What follows belongs to an exercise in optimizing a design on an open flow for small area and a short achievable clock period; a production flow would make more cautious choices.
RTL that was checked went through simulation tests only; none was proved equivalent to the original.

==> 05-17: inputs <==
==> flow/design.v <==
package alu_operand_regfile_pkg;
    localparam int unsigned REG_DATA_W = 32;
    localparam int unsigned REG_ADDR_W = 5;
    localparam logic [REG_ADDR_W-1:0] REG_ZERO = 5'd0;
    typedef enum logic [2:0] {
        ALU_AND = 3'b000,
        ALU_XOR = 3'b001,
        ALU_ADD = 3'b010,
        ALU_MUL = 3'b011,
        ALU_SRA = 3'b101,
        ALU_SUB = 3'b110,
        ALU_SLL = 3'b111
    } alu_ctrl_e;
endpackage
module regfile_aoi222 (
    input  logic a1, a2, b1, b2, c1, c2,
    output logic y
);
    assign y = ~((a1 & a2) | (b1 & b2) | (c1 & c2));
endmodule
module regfile_aoi22 (
    input  logic a1, a2, b1, b2,
    output logic y
);
    assign y = ~((a1 & a2) | (b1 & b2));
endmodule
module regfile_nand4 (
    input  logic a, b, c, d,
    output logic y
);
    assign y = ~(a & b & c & d);
endmodule
module regfile_nand3 (
    input  logic a, b, c,
    output logic y
);
    assign y = ~(a & b & c);
endmodule
module regfile_or3 (
    input  logic a, b, c,
    output logic y
);
    assign y = a | b | c;
endmodule
module regfile_read_bit (
    input  logic [31:0] sel_i,
    input  logic [31:0] data_i,
    output logic        y_o
);
    logic [10:0] z;
    logic [2:0]  w;
    for (genvar k = 0; k < 10; k++) begin : g_aoi
        regfile_aoi222 u_aoi (
            .a1(sel_i[3*k]),   .a2(data_i[3*k]),
            .b1(sel_i[3*k+1]), .b2(data_i[3*k+1]),
            .c1(sel_i[3*k+2]), .c2(data_i[3*k+2]),
            .y (z[k])
        );
    end
    regfile_aoi22 u_aoi_last (
        .a1(sel_i[30]), .a2(data_i[30]),
        .b1(sel_i[31]), .b2(data_i[31]),
        .y (z[10])
    );
    regfile_nand4 u_n0 (.a(z[0]), .b(z[1]), .c(z[2]), .d(z[3]), .y(w[0]));
    regfile_nand4 u_n1 (.a(z[4]), .b(z[5]), .c(z[6]), .d(z[7]), .y(w[1]));
    regfile_nand3 u_n2 (.a(z[8]), .b(z[9]), .c(z[10]), .y(w[2]));
    regfile_or3   u_o  (.a(w[0]), .b(w[1]), .c(w[2]), .y(y_o));
endmodule
module regfile_read_port
#(
    parameter int unsigned DATA_W = alu_operand_regfile_pkg::REG_DATA_W,
    parameter int unsigned ADDR_W = alu_operand_regfile_pkg::REG_ADDR_W,
    parameter bit          BYPASS = 1'b0
) (
    input  logic [ADDR_W-1:0]             rd_addr_i,
    input  logic [(2**ADDR_W)*DATA_W-1:0] mem_flat_i,
    input  logic [(2**ADDR_W)-1:0]        wr_dec_i,
    input  logic                          wr_en_i,
    input  logic [ADDR_W-1:0]             wr_addr_i,
    input  logic [DATA_W-1:0]             wr_data_i,
    output logic [DATA_W-1:0]             rd_data_o
);
    localparam int unsigned DEPTH = 2 ** ADDR_W;
    logic             hit;
    logic [DEPTH-1:0] sel;
    assign hit = BYPASS && wr_en_i && (wr_addr_i != '0) && (wr_addr_i == rd_addr_i);
    always_comb begin
        sel = '0;
        sel[0] = hit;
        for (int i = 1; i < DEPTH; i++) begin
            sel[i] = (rd_addr_i == ADDR_W'(i)) && !(BYPASS && wr_dec_i[i]);
        end
    end
    for (genvar b = 0; b < DATA_W; b++) begin : g_bit
        logic [DEPTH-1:0] src;
        always_comb begin
            src[0] = wr_data_i[b];
            for (int i = 1; i < DEPTH; i++) begin
                src[i] = mem_flat_i[i*DATA_W + b];
            end
        end
        regfile_read_bit u_bit (
            .sel_i  (sel),
            .data_i (src),
            .y_o    (rd_data_o[b])
        );
    end
endmodule
module alu_operand_regfile
#(
    parameter int unsigned           DATA_W  = alu_operand_regfile_pkg::REG_DATA_W,
    parameter int unsigned           ADDR_W  = alu_operand_regfile_pkg::REG_ADDR_W,
    parameter bit                    BYPASS  = 1'b1,
    parameter logic [DATA_W-1:0]     RST_VAL = '0
) (
    input  logic                 clk_i,
    input  logic                 rst_i,
    input  logic [ADDR_W-1:0]    RS1addr_i,
    input  logic [ADDR_W-1:0]    RS2addr_i,
    input  logic [ADDR_W-1:0]    RDaddr_i,
    input  logic [DATA_W-1:0]    RDdata_i,
    input  logic                 RegWrite_i,
    output logic [DATA_W-1:0]    RS1data_o,
    output logic [DATA_W-1:0]    RS2data_o,
    input  logic [ADDR_W-1:0]    dbg_addr_i,
    output logic [DATA_W-1:0]    dbg_data_o,
    output logic [31:0]          wr_count_o
);
    localparam int unsigned DEPTH = 2 ** ADDR_W;
    logic [DEPTH*DATA_W-1:0] mem_flat;
    logic [DATA_W-1:0]       wr_data;
    logic [DEPTH-1:0]        row_en;
    logic [DEPTH-1:0]        wr_dec;
    logic [31:0]             wr_count_q;
    logic                    wr_fire;
    assign wr_fire = RegWrite_i && (RDaddr_i != alu_operand_regfile_pkg::REG_ZERO[ADDR_W-1:0]);
    assign wr_data = rst_i ? RST_VAL : RDdata_i;
    assign mem_flat[DATA_W-1:0] = '0;
    for (genvar i = 1; i < DEPTH; i++) begin : g_row
        logic [DATA_W-1:0] row_q;
        assign wr_dec[i] = RegWrite_i && (RDaddr_i == ADDR_W'(i));
        assign row_en[i] = rst_i || wr_dec[i];
        always_ff @(posedge clk_i) begin
            if (row_en[i]) begin
                row_q <= wr_data;
            end
        end
        assign mem_flat[i*DATA_W +: DATA_W] = row_q;
    end
    assign row_en[0] = 1'b0;
    assign wr_dec[0] = 1'b0;
    always_ff @(posedge clk_i) begin
        if (rst_i) begin
            wr_count_q <= '0;
        end else if (wr_fire) begin
            wr_count_q <= wr_count_q + 32'd1;
        end
    end
    assign wr_count_o = wr_count_q;
    regfile_read_port #(.DATA_W(DATA_W), .ADDR_W(ADDR_W), .BYPASS(BYPASS)) u_rs1_port (
        .rd_addr_i  (RS1addr_i),
        .mem_flat_i (mem_flat),
        .wr_dec_i   (wr_dec),
        .wr_en_i    (RegWrite_i),
        .wr_addr_i  (RDaddr_i),
        .wr_data_i  (RDdata_i),
        .rd_data_o  (RS1data_o)
    );
    regfile_read_port #(.DATA_W(DATA_W), .ADDR_W(ADDR_W), .BYPASS(BYPASS)) u_rs2_port (
        .rd_addr_i  (RS2addr_i),
        .mem_flat_i (mem_flat),
        .wr_dec_i   (wr_dec),
        .wr_en_i    (RegWrite_i),
        .wr_addr_i  (RDaddr_i),
        .wr_data_i  (RDdata_i),
        .rd_data_o  (RS2data_o)
    );
    regfile_read_port #(.DATA_W(DATA_W), .ADDR_W(ADDR_W), .BYPASS(BYPASS)) u_dbg_port (
        .rd_addr_i  (dbg_addr_i),
        .mem_flat_i (mem_flat),
        .wr_dec_i   (wr_dec),
        .wr_en_i    (RegWrite_i),
        .wr_addr_i  (RDaddr_i),
        .wr_data_i  (RDdata_i),
        .rd_data_o  (dbg_data_o)
    );
endmodule
==> flow/run.sh <==
#!/bin/bash
# synth_recipe.tcl (not shown) runs the flow's synth.tcl, then flattens the netlist and writes it again
# the make line also repeats each setting of config.mk as NAME=value (left out here)
make -C /OpenROAD-flow-scripts/flow DESIGN_CONFIG=/design/flow/config.mk WORK_HOME=/design/flow/orfs CLKGATE_MAP_FILE= SYNTH_SCRIPT=/design/flow/synth_recipe.tcl finish
==> flow/config.mk <==
export PLATFORM = sky130hd
export DESIGN_NAME = alu_operand_regfile
export DESIGN_NICKNAME = alu_operand_regfile
export VERILOG_FILES = /design/flow/design.v
export SDC_FILE = /design/flow/constraint.sdc
export NUM_CORES = 4
export LEC_CHECK = 0
export CAP_MARGIN = 20
export CORE_MARGIN = 2
export CORE_UTILIZATION = 30
export SLEW_MARGIN = 20
export SYNTH_HIERARCHICAL = 1
export SYNTH_MINIMUM_KEEP_SIZE = 0
==> flow/constraint.sdc <==
create_clock -name core_clock -period 8.0 [get_ports {clk_i}]
set_input_delay 1.6000 -clock core_clock [delete_from_list [all_inputs] [get_ports {clk_i}]]
set_output_delay 1.6000 -clock core_clock [all_outputs]
set_load 0.01 [all_outputs]
==> 09-12 (differences from 05-17) <==
==> flow/design.v (replaced) <==
package alu_operand_regfile_pkg;
    localparam int unsigned REG_DATA_W = 32;
    localparam int unsigned REG_ADDR_W = 5;
    localparam logic [REG_ADDR_W-1:0] REG_ZERO = 5'd0;
    typedef enum logic [2:0] {
        ALU_AND = 3'b000,
        ALU_XOR = 3'b001,
        ALU_ADD = 3'b010,
        ALU_MUL = 3'b011,
        ALU_SRA = 3'b101,
        ALU_SUB = 3'b110,
        ALU_SLL = 3'b111
    } alu_ctrl_e;
endpackage
module regfile_aoi222 (
    input  logic a1, a2, b1, b2, c1, c2,
    output logic y
);
    assign y = ~((a1 & a2) | (b1 & b2) | (c1 & c2));
endmodule
module regfile_nand2 (
    input  logic a, b,
    output logic y
);
    assign y = ~(a & b);
endmodule
module regfile_nand3 (
    input  logic a, b, c,
    output logic y
);
    assign y = ~(a & b & c);
endmodule
module regfile_nand4 (
    input  logic a, b, c, d,
    output logic y
);
    assign y = ~(a & b & c & d);
endmodule
module regfile_nor3 (
    input  logic a, b, c,
    output logic y
);
    assign y = ~(a | b | c);
endmodule
module regfile_mux2i (
    input  logic a0, a1, s,
    output logic y
);
    assign y = ~(s ? a1 : a0);
endmodule
module regfile_read_bit (
    input  logic [31:1] sel_i,
    input  logic [31:1] data_i,
    input  logic        fwd_i,
    input  logic        fwd_data_n_i,
    output logic        y_o
);
    logic [10:0] z;
    logic [2:0]  w;
    logic        rd_n;
    for (genvar k = 0; k < 10; k++) begin : g_aoi
        regfile_aoi222 u_aoi (
            .a1(sel_i[3*k+1]), .a2(data_i[3*k+1]),
            .b1(sel_i[3*k+2]), .b2(data_i[3*k+2]),
            .c1(sel_i[3*k+3]), .c2(data_i[3*k+3]),
            .y (z[k])
        );
    end
    regfile_nand2 u_nand_last (.a(sel_i[31]), .b(data_i[31]), .y(z[10]));
    regfile_nand4 u_n0 (.a(z[0]), .b(z[1]), .c(z[2]), .d(z[3]), .y(w[0]));
    regfile_nand4 u_n1 (.a(z[4]), .b(z[5]), .c(z[6]), .d(z[7]), .y(w[1]));
    regfile_nand3 u_n2 (.a(z[8]), .b(z[9]), .c(z[10]), .y(w[2]));
    regfile_nor3  u_o  (.a(w[0]), .b(w[1]), .c(w[2]), .y(rd_n));
    regfile_mux2i u_m  (.a0(rd_n), .a1(fwd_data_n_i), .s(fwd_i), .y(y_o));
endmodule
module regfile_read_port
#(
    parameter int unsigned DATA_W = alu_operand_regfile_pkg::REG_DATA_W,
    parameter int unsigned ADDR_W = alu_operand_regfile_pkg::REG_ADDR_W,
    parameter bit          BYPASS = 1'b0
) (
    input  logic [ADDR_W-1:0]             rd_addr_i,
    input  logic [(2**ADDR_W)*DATA_W-1:0] mem_flat_i,
    input  logic                          wr_en_i,
    input  logic [ADDR_W-1:0]             wr_addr_i,
    input  logic [DATA_W-1:0]             wr_data_n_i,
    output logic [DATA_W-1:0]             rd_data_o
);
    localparam int unsigned DEPTH = 2 ** ADDR_W;
    logic               hit;
    logic [DEPTH-1:1]   sel;
    assign hit = BYPASS && wr_en_i && (wr_addr_i != '0) && (wr_addr_i == rd_addr_i);
    always_comb begin
        for (int i = 1; i < DEPTH; i++) begin
            sel[i] = (rd_addr_i == ADDR_W'(i));
        end
    end
    for (genvar b = 0; b < DATA_W; b++) begin : g_bit
        logic [DEPTH-1:1] src;
        always_comb begin
            for (int i = 1; i < DEPTH; i++) begin
                src[i] = mem_flat_i[i*DATA_W + b];
            end
        end
        regfile_read_bit u_bit (
            .sel_i        (sel),
            .data_i       (src),
            .fwd_i        (hit),
            .fwd_data_n_i (wr_data_n_i[b]),
            .y_o          (rd_data_o[b])
        );
    end
endmodule
module alu_operand_regfile
#(
    parameter int unsigned           DATA_W  = alu_operand_regfile_pkg::REG_DATA_W,
    parameter int unsigned           ADDR_W  = alu_operand_regfile_pkg::REG_ADDR_W,
    parameter bit                    BYPASS  = 1'b1,
    parameter logic [DATA_W-1:0]     RST_VAL = '0
) (
    input  logic                 clk_i,
    input  logic                 rst_i,
    input  logic [ADDR_W-1:0]    RS1addr_i,
    input  logic [ADDR_W-1:0]    RS2addr_i,
    input  logic [ADDR_W-1:0]    RDaddr_i,
    input  logic [DATA_W-1:0]    RDdata_i,
    input  logic                 RegWrite_i,
    output logic [DATA_W-1:0]    RS1data_o,
    output logic [DATA_W-1:0]    RS2data_o,
    input  logic [ADDR_W-1:0]    dbg_addr_i,
    output logic [DATA_W-1:0]    dbg_data_o,
    output logic [31:0]          wr_count_o
);
    localparam int unsigned DEPTH = 2 ** ADDR_W;
    logic [DEPTH*DATA_W-1:0] mem_flat;
    logic [DATA_W-1:0]       wr_data;
    logic [DATA_W-1:0]       wr_data_n;
    logic [DEPTH-1:0]        row_en;
    logic [31:0]             wr_count_q;
    logic                    wr_fire;
    assign wr_fire = RegWrite_i && (RDaddr_i != alu_operand_regfile_pkg::REG_ZERO[ADDR_W-1:0]);
    assign wr_data = rst_i ? RST_VAL : RDdata_i;
    assign mem_flat[DATA_W-1:0] = '0;
    assign wr_data_n = ~RDdata_i;
    for (genvar i = 1; i < DEPTH; i++) begin : g_row
        logic [DATA_W-1:0] row_q;
        assign row_en[i] = rst_i || (RegWrite_i && (RDaddr_i == ADDR_W'(i)));
        always_ff @(posedge clk_i) begin
            if (row_en[i]) begin
                row_q <= wr_data;
            end
        end
        assign mem_flat[i*DATA_W +: DATA_W] = row_q;
    end
    assign row_en[0] = 1'b0;
    always_ff @(posedge clk_i) begin
        if (rst_i) begin
            wr_count_q <= '0;
        end else if (wr_fire) begin
            wr_count_q <= wr_count_q + 32'd1;
        end
    end
    assign wr_count_o = wr_count_q;
    regfile_read_port #(.DATA_W(DATA_W), .ADDR_W(ADDR_W), .BYPASS(BYPASS)) u_rs1_port (
        .rd_addr_i  (RS1addr_i),
        .mem_flat_i (mem_flat),
        .wr_en_i    (RegWrite_i),
        .wr_addr_i  (RDaddr_i),
        .wr_data_n_i(wr_data_n),
        .rd_data_o  (RS1data_o)
    );
    regfile_read_port #(.DATA_W(DATA_W), .ADDR_W(ADDR_W), .BYPASS(BYPASS)) u_rs2_port (
        .rd_addr_i  (RS2addr_i),
        .mem_flat_i (mem_flat),
        .wr_en_i    (RegWrite_i),
        .wr_addr_i  (RDaddr_i),
        .wr_data_n_i(wr_data_n),
        .rd_data_o  (RS2data_o)
    );
    regfile_read_port #(.DATA_W(DATA_W), .ADDR_W(ADDR_W), .BYPASS(BYPASS)) u_dbg_port (
        .rd_addr_i  (dbg_addr_i),
        .mem_flat_i (mem_flat),
        .wr_en_i    (RegWrite_i),
        .wr_addr_i  (RDaddr_i),
        .wr_data_n_i(wr_data_n),
        .rd_data_o  (dbg_data_o)
    );
endmodule
--- a/flow/config.mk
+++ b/flow/config.mk
@@ -7,7 +7,8 @@
 export LEC_CHECK = 0
 export CAP_MARGIN = 20
 export CORE_MARGIN = 2
-export CORE_UTILIZATION = 30
+export CORE_UTILIZATION = 50
+export SETUP_SLACK_MARGIN = 2.5
 export SLEW_MARGIN = 20
 export SYNTH_HIERARCHICAL = 1
 export SYNTH_MINIMUM_KEEP_SIZE = 0
==> flow_metrics.tcl <==
set metrics [dict create \
    die_h_microns 398.4 \
    synth_area_sq_um 46670 \
    nClkBuffers 123 \
    fillers 14608 \
    sequentialPower_mw 6.74 \
    wl_met3_microns 38540 \
    outcome "no timing/DRC/antenna violations" \
]
The numbers above come from 05-17.

==> flow_metrics.tcl <==
set metrics [dict create \
    wl_met3_microns 50530 \
    outcome "no timing/DRC/antenna violations" \
    die_h_microns 309.6 \
    nClkBuffers 130 \
    sequentialPower_mw 6.75 \
    synth_area_sq_um 46710 \
    fillers 6554 \
]
The numbers above come from 09-12.

The RTL of 05-17 was laid out without a check of its function.

## afterwards: timing with drivers on the ports
The flow's constraints put no driver on any port. The routed layouts listed below were extracted and timed again, unchanged, in two steps. Step 1, drivers: a clkbuf_16 drives clk_i and a buf_2 each remaining input, both assumed. Step 2 also shifts input and output timing later by t, the mid clock arrival at the registers, as if the neighbouring blocks saw the same clock. Slacks: ideal ports / drivers / drivers and shift; pairs: ideal ports / drivers.
run | shift t [ns] | setup WS [ns] | worst slew at a driven data input, ns
05-17 | 0.804 | 0.282 / 0.246 / 0.246 | 0.15
09-12 | 0.796 | 2.227 / 2.181 / 2.181 | 0.09
After both steps setup and hold are still met in every run listed. The setup slack of 09-12, which loses most, moves by -0.046 ns with the drivers and by -0.046 ns with both steps.
